This design comes from an exercise in tuning for small area on the open sky130 flow, not from production work. In this exercise RTL edits were held to simulation tests only and were not proved equivalent to the original. Power figures rest on the tool's default switching activity, not on a simulated workload.

==> inputs of job 1923 <==
==> flow/design.v <==
module decode_stage #(
  parameter int DATA_W  = 32,
  parameter int REG_AW  = 5,
  parameter int DBG_IDX = 8
) (
  input  logic              clk,
  input  logic              rst_n,
  input  logic              bus_in_valid,
  output logic              bus_in_ready,
  input  logic [31:0]       bus_ins,
  input  logic [DATA_W-1:0] bus_npc_i,
  input  logic              bus_wb_en,
  input  logic [REG_AW-1:0] bus_wb_reg,
  input  logic [DATA_W-1:0] bus_wb_data,
  input  logic              bus_flush,
  output logic              bus_out_valid,
  input  logic              bus_out_ready,
  output logic [5:0]        bus_op,
  output logic [5:0]        bus_func,
  output logic [25:0]       bus_jpc,
  output logic [DATA_W-1:0] bus_imm,
  output logic [DATA_W-1:0] bus_data_a,
  output logic [DATA_W-1:0] bus_data_b,
  output logic [REG_AW-1:0] bus_dst_reg,
  output logic              bus_reg_write,
  output logic              bus_mem_read,
  output logic              bus_mem_write,
  output logic [DATA_W-1:0] bus_npc_o,
  output logic [DATA_W-1:0] bus_dbg_reg
);
  localparam int NREG = 2 ** REG_AW;
  logic [DATA_W-1:0] regs [1:NREG-1];
  logic [NREG-1:0]   vld;      
  logic [NREG-1:0]   we;       
  logic [NREG-1:0]   sel_a, sel_b;
  logic              wb_hit, byp_a, byp_b;
  logic              load;     
  logic              accept;
  logic [REG_AW-1:0] rs_idx, rt_idx;
  logic [DATA_W-1:0] d_a, d_b;
  assign rs_idx = bus_ins[25:21];
  assign rt_idx = bus_ins[20:16];
  assign wb_hit = bus_wb_en && (bus_wb_reg != '0);
  assign bus_in_ready = rst_n && !bus_flush && (!bus_out_valid || bus_out_ready);
  assign accept       = bus_in_valid && bus_in_ready;
  assign load         = !bus_out_valid || bus_out_ready;
  always_comb begin
    we = '0;
    for (int i = 1; i < NREG; i++)
      we[i] = bus_wb_en && (bus_wb_reg == REG_AW'(i));
  end
  for (genvar i = 1; i < NREG; i++) begin : g_rf
    if (i == DBG_IDX) begin : g_dbg
      always_ff @(posedge clk or negedge rst_n) begin
        if (!rst_n)     regs[i] <= '0;
        else if (we[i]) regs[i] <= bus_wb_data;
      end
    end else begin : g_plain
      always_ff @(posedge clk) begin
        if (we[i]) regs[i] <= bus_wb_data;
      end
    end
  end
  always_ff @(posedge clk or negedge rst_n) begin
    if (!rst_n) vld <= '0;
    else        vld <= vld | we;
  end
  always_comb begin
    sel_a = '0;
    sel_b = '0;
    for (int i = 1; i < NREG; i++) begin
      sel_a[i] = load && (rs_idx == REG_AW'(i)) && !we[i] && (vld[i] || i == DBG_IDX);
      sel_b[i] = load && (rt_idx == REG_AW'(i)) && !we[i] && (vld[i] || i == DBG_IDX);
    end
  end
  assign byp_a = load && wb_hit && (bus_wb_reg == rs_idx);
  assign byp_b = load && wb_hit && (bus_wb_reg == rt_idx);
  always_comb begin
    d_a = ({DATA_W{byp_a}} & bus_wb_data) | ({DATA_W{!load}} & bus_data_a);
    d_b = ({DATA_W{byp_b}} & bus_wb_data) | ({DATA_W{!load}} & bus_data_b);
    for (int i = 1; i < NREG; i++) begin
      d_a = d_a | ({DATA_W{sel_a[i]}} & regs[i]);
      d_b = d_b | ({DATA_W{sel_b[i]}} & regs[i]);
    end
  end
  assign bus_dbg_reg = regs[DBG_IDX];
  logic [5:0]  op_q;
  logic [25:0] ins_q;
  always_ff @(posedge clk or negedge rst_n) begin
    if (!rst_n)         bus_out_valid <= 1'b0;
    else if (bus_flush) bus_out_valid <= 1'b0;
    else if (accept)    bus_out_valid <= 1'b1;
    else if (bus_out_ready) bus_out_valid <= 1'b0;
  end
  always_ff @(posedge clk) begin
    bus_data_a <= d_a;
    bus_data_b <= d_b;
    if (load) begin
      op_q      <= bus_ins[31:26];
      ins_q     <= bus_ins[25:0];
      bus_npc_o <= bus_npc_i;
    end
  end
  assign bus_op   = op_q;
  assign bus_jpc  = ins_q;
  assign bus_func = ins_q[5:0];
  assign bus_imm  = (op_q == 6'h0c || op_q == 6'h0d || op_q == 6'h0e)
                  ? {16'h0, ins_q[15:0]} : {{16{ins_q[15]}}, ins_q[15:0]};
  logic [REG_AW-1:0] rd_q, rt_q;
  assign rd_q = ins_q[15:11];
  assign rt_q = ins_q[20:16];
  always_comb begin
    bus_reg_write = 1'b0;
    bus_mem_read  = 1'b0;
    bus_mem_write = 1'b0;
    bus_dst_reg   = '0;
    case (op_q)
      6'h00: begin bus_reg_write = 1'b1; bus_dst_reg = rd_q; end
      6'h08, 6'h09, 6'h0c, 6'h0d, 6'h0e, 6'h0f: begin
        bus_reg_write = 1'b1; bus_dst_reg = rt_q;
      end
      6'h20, 6'h23: begin
        bus_reg_write = 1'b1; bus_mem_read = 1'b1; bus_dst_reg = rt_q;
      end
      6'h28, 6'h2b: bus_mem_write = 1'b1;
      6'h03: begin bus_reg_write = 1'b1; bus_dst_reg = '1; end
      default: ;
    endcase
  end
endmodule
==> flow/flow/run.sh <==
#!/bin/bash
# The standard ORFS layout (standard.sh), built differently in these ways:
#  * port buffers use the smallest buffer (buf_1),
#  * clock tree from small clock buffers, without dummy loads,
#  * floorplan only removes synthesis buffers (no pre-placement upsizing).
set -euo pipefail
W=$PWD
rm -rf "$W/scripts_area"
cp -r "$FLOW_HOME/scripts" "$W/scripts_area"
cp "$W/flow/abc_area.script" "$W/scripts_area/abc_area.script"
cat >> config.mk <<'EOC'
export REMOVE_ABC_BUFFERS = 1
export BUFFER_PORTS_ARGS = -buffer_cell sky130_fd_sc_hd__buf_1
export CTS_ARGS = -sink_clustering_enable -repair_clock_nets -dont_use_dummy_load -buf_list {sky130_fd_sc_hd__clkbuf_8} -sink_clustering_size 16 -sink_clustering_max_diameter 80
EOC
cp config.mk config_used.mk
bash standard.sh SCRIPTS_DIR="$W/scripts_area" ABC_AREA=1 synth > synth_make.log 2>&1
bash standard.sh > layout_make.log 2>&1
==> flow/flow/abc_area.script <==
strash
dc2
&get -n
&st
&dch -f
&nf -a -R 1000
&put
==> flow/standard.sh <==
#!/bin/bash
# synth_recipe.tcl (not shown) runs the flow's synth.tcl, then flattens the netlist and writes it again
# the make line also repeats each setting of config.mk as NAME=value (left out here)
make -C /OpenROAD-flow-scripts/flow DESIGN_CONFIG=/design/flow/config.mk WORK_HOME=/design/flow/orfs CLKGATE_MAP_FILE= SYNTH_SCRIPT=/design/flow/synth_recipe.tcl "${@:-finish}"
==> flow/config.mk <==
export PLATFORM = sky130hd
export DESIGN_NAME = decode_stage
export DESIGN_NICKNAME = decode_stage
export VERILOG_FILES = /design/flow/design.v
export SDC_FILE = /design/flow/constraint.sdc
export NUM_CORES = 4
export LEC_CHECK = 0
export CAP_MARGIN = 20
export CORE_MARGIN = 2
export CORE_UTILIZATION = 38
export SLEW_MARGIN = 20
export REMOVE_ABC_BUFFERS = 1
export BUFFER_PORTS_ARGS = -buffer_cell sky130_fd_sc_hd__buf_1
export CTS_ARGS = -sink_clustering_enable -repair_clock_nets -dont_use_dummy_load -buf_list {sky130_fd_sc_hd__clkbuf_8} -sink_clustering_size 16 -sink_clustering_max_diameter 80
==> flow/constraint.sdc <==
create_clock -name core_clock -period 5.0 [get_ports {clk}]
set_input_delay 1.0000 -clock core_clock [delete_from_list [all_inputs] [get_ports {clk}]]
set_output_delay 1.0000 -clock core_clock [all_outputs]
set_load 0.01 [all_outputs]
==> inputs of job 8923, as changes to job 1923 <==
==> flow/run.sh (new file) <==
#!/bin/bash
# synth_recipe.tcl (not shown) runs the flow's synth.tcl, then flattens the netlist and writes it again
# the make line also repeats each setting of config.mk as NAME=value (left out here)
make -C /OpenROAD-flow-scripts/flow DESIGN_CONFIG=/design/flow/config.mk WORK_HOME=/design/flow/orfs CLKGATE_MAP_FILE= SYNTH_SCRIPT=/design/flow/synth_recipe.tcl finish
==> flow/config.mk (replaced) <==
export PLATFORM = sky130hd
export DESIGN_NAME = decode_stage
export DESIGN_NICKNAME = decode_stage
export VERILOG_FILES = /design/flow/design.v
export SDC_FILE = /design/flow/constraint.sdc
export NUM_CORES = 4
export LEC_CHECK = 0
export CAP_MARGIN = 40
export CORE_MARGIN = 2
export CORE_UTILIZATION = 30
export SLEW_MARGIN = 40
removed: flow/flow/run.sh
removed: flow/flow/abc_area.script
removed: flow/standard.sh
==> inputs of job 235, as changes to job 1923 <==
==> flow/flow/run.sh (replaced) <==
#!/bin/bash
set -euo pipefail
W=$PWD
rm -rf "$W/scripts_area"
cp -r "$FLOW_HOME/scripts" "$W/scripts_area"
cp "$W/flow/abc_area.script" "$W/scripts_area/abc_area.script"
cat >> config.mk <<'EOC'
export BUFFER_PORTS_ARGS = -buffer_cell sky130_fd_sc_hd__buf_1
export CTS_ARGS = -sink_clustering_enable -repair_clock_nets -dont_use_dummy_load -buf_list {sky130_fd_sc_hd__clkbuf_8} -sink_clustering_size 18 -sink_clustering_max_diameter 50
EOC
cp config.mk config_used.mk
bash standard.sh SCRIPTS_DIR="$W/scripts_area" ABC_AREA=1 synth > synth_make.log 2>&1
bash standard.sh > layout_make.log 2>&1
==> flow/config.mk (replaced) <==
export PLATFORM = sky130hd
export DESIGN_NAME = decode_stage
export DESIGN_NICKNAME = decode_stage
export VERILOG_FILES = /design/flow/design.v
export SDC_FILE = /design/flow/constraint.sdc
export NUM_CORES = 4
export LEC_CHECK = 0
export CAP_MARGIN = 5
export CORE_MARGIN = 2
export CORE_UTILIZATION = 38
export SLEW_MARGIN = 5
export BUFFER_PORTS_ARGS = -buffer_cell sky130_fd_sc_hd__buf_1
export CTS_ARGS = -sink_clustering_enable -repair_clock_nets -dont_use_dummy_load -buf_list {sky130_fd_sc_hd__clkbuf_8} -sink_clustering_size 18 -sink_clustering_max_diameter 50
==> results.txt <==
item	job 8923	job 1923	job 235
Number of fillers in the final layout	16,230	10,380	10,430
Final clock period utilization by the worst path	0.8275	0.7530	0.7139
Power Sequential	11.3 mW	11.2 mW	11.2 mW
Max-capacitance violation count	0	0	1
Register clock-pin slew on the reported worst setup and hold paths	0.06 ns	0.11 ns	0.09 ns
Clk network pwr share	0.402	0.263	0.286
Final worst clock skew	0.03423 ns	0.08748 ns	0.09039 ns
CP Launch Point	op_q[4]$_DFFE_PN_	bus_wb_reg[2]	op_q[5]$_DFFE_PN_
Total die area	174,700 sq um	121,200 sq um	121,200 sq um
Result of the run	finished clean	finished clean	finished with violations
Violated checks	-	-	capacitance limit, slew limit
Pre-Repair DR Iteration Count	11	21	14
Simple-gate area share of the yosys netlist	0.2267	0.06908	0.06908
Average size of a mapped cell	12.43 sq um	17.02 sq um	17.02 sq um
Count of plain and timing-repair buffers	684	522	511
Number of logic stages on the critical path including buffering	4	10	5
Crit Path Category	reg2out	in2reg	reg2out
Critical path fanouts, max	6	32	6
Capturing point of the worst reg2reg path	bus_data_a[20]$_DFF_P_	bus_data_b[19]$_DFF_P_	bus_data_b[0]$_DFF_P_
Met2 WL post-DR	133,100 um	88,040 um	89,600 um
Sort of element at the end of the critical path	primary output	flip-flop	primary output

[separate check: timing with driven ports]
The results above use ideal ports. As a check the final layouts listed here were re-extracted and re-timed, cells and wires unchanged. Step 1: set_driving_cell puts a clkbuf_16 on clk and a buf_2 on each other input, an assumption about the parent block. Step 2, shift: input delay + t, output delay - t, t = (earliest + latest rising clock arrival at the registers) / 2. This alone moves slack from input paths to output paths. Three values: no drivers, after step 1, after step 2; two values: the first two.
run	shift t [ns]	setup slack, ns	latest minus earliest clock arrival (ns)	worst data-port slew with drivers (ns)
job 1923	0.839	1.235 / 1.269 / 0.430	0.090 / 0.090	0.07
job 8923	0.894	0.862 / 0.778 / 0.220	0.043 / 0.042	0.07
job 235	0.887	1.430 / 1.355 / 0.735	0.098 / 0.099	0.05
For job 1923, which loses most, drivers alone change the setup slack by +0.034 ns; drivers and shift together by -0.805 ns.
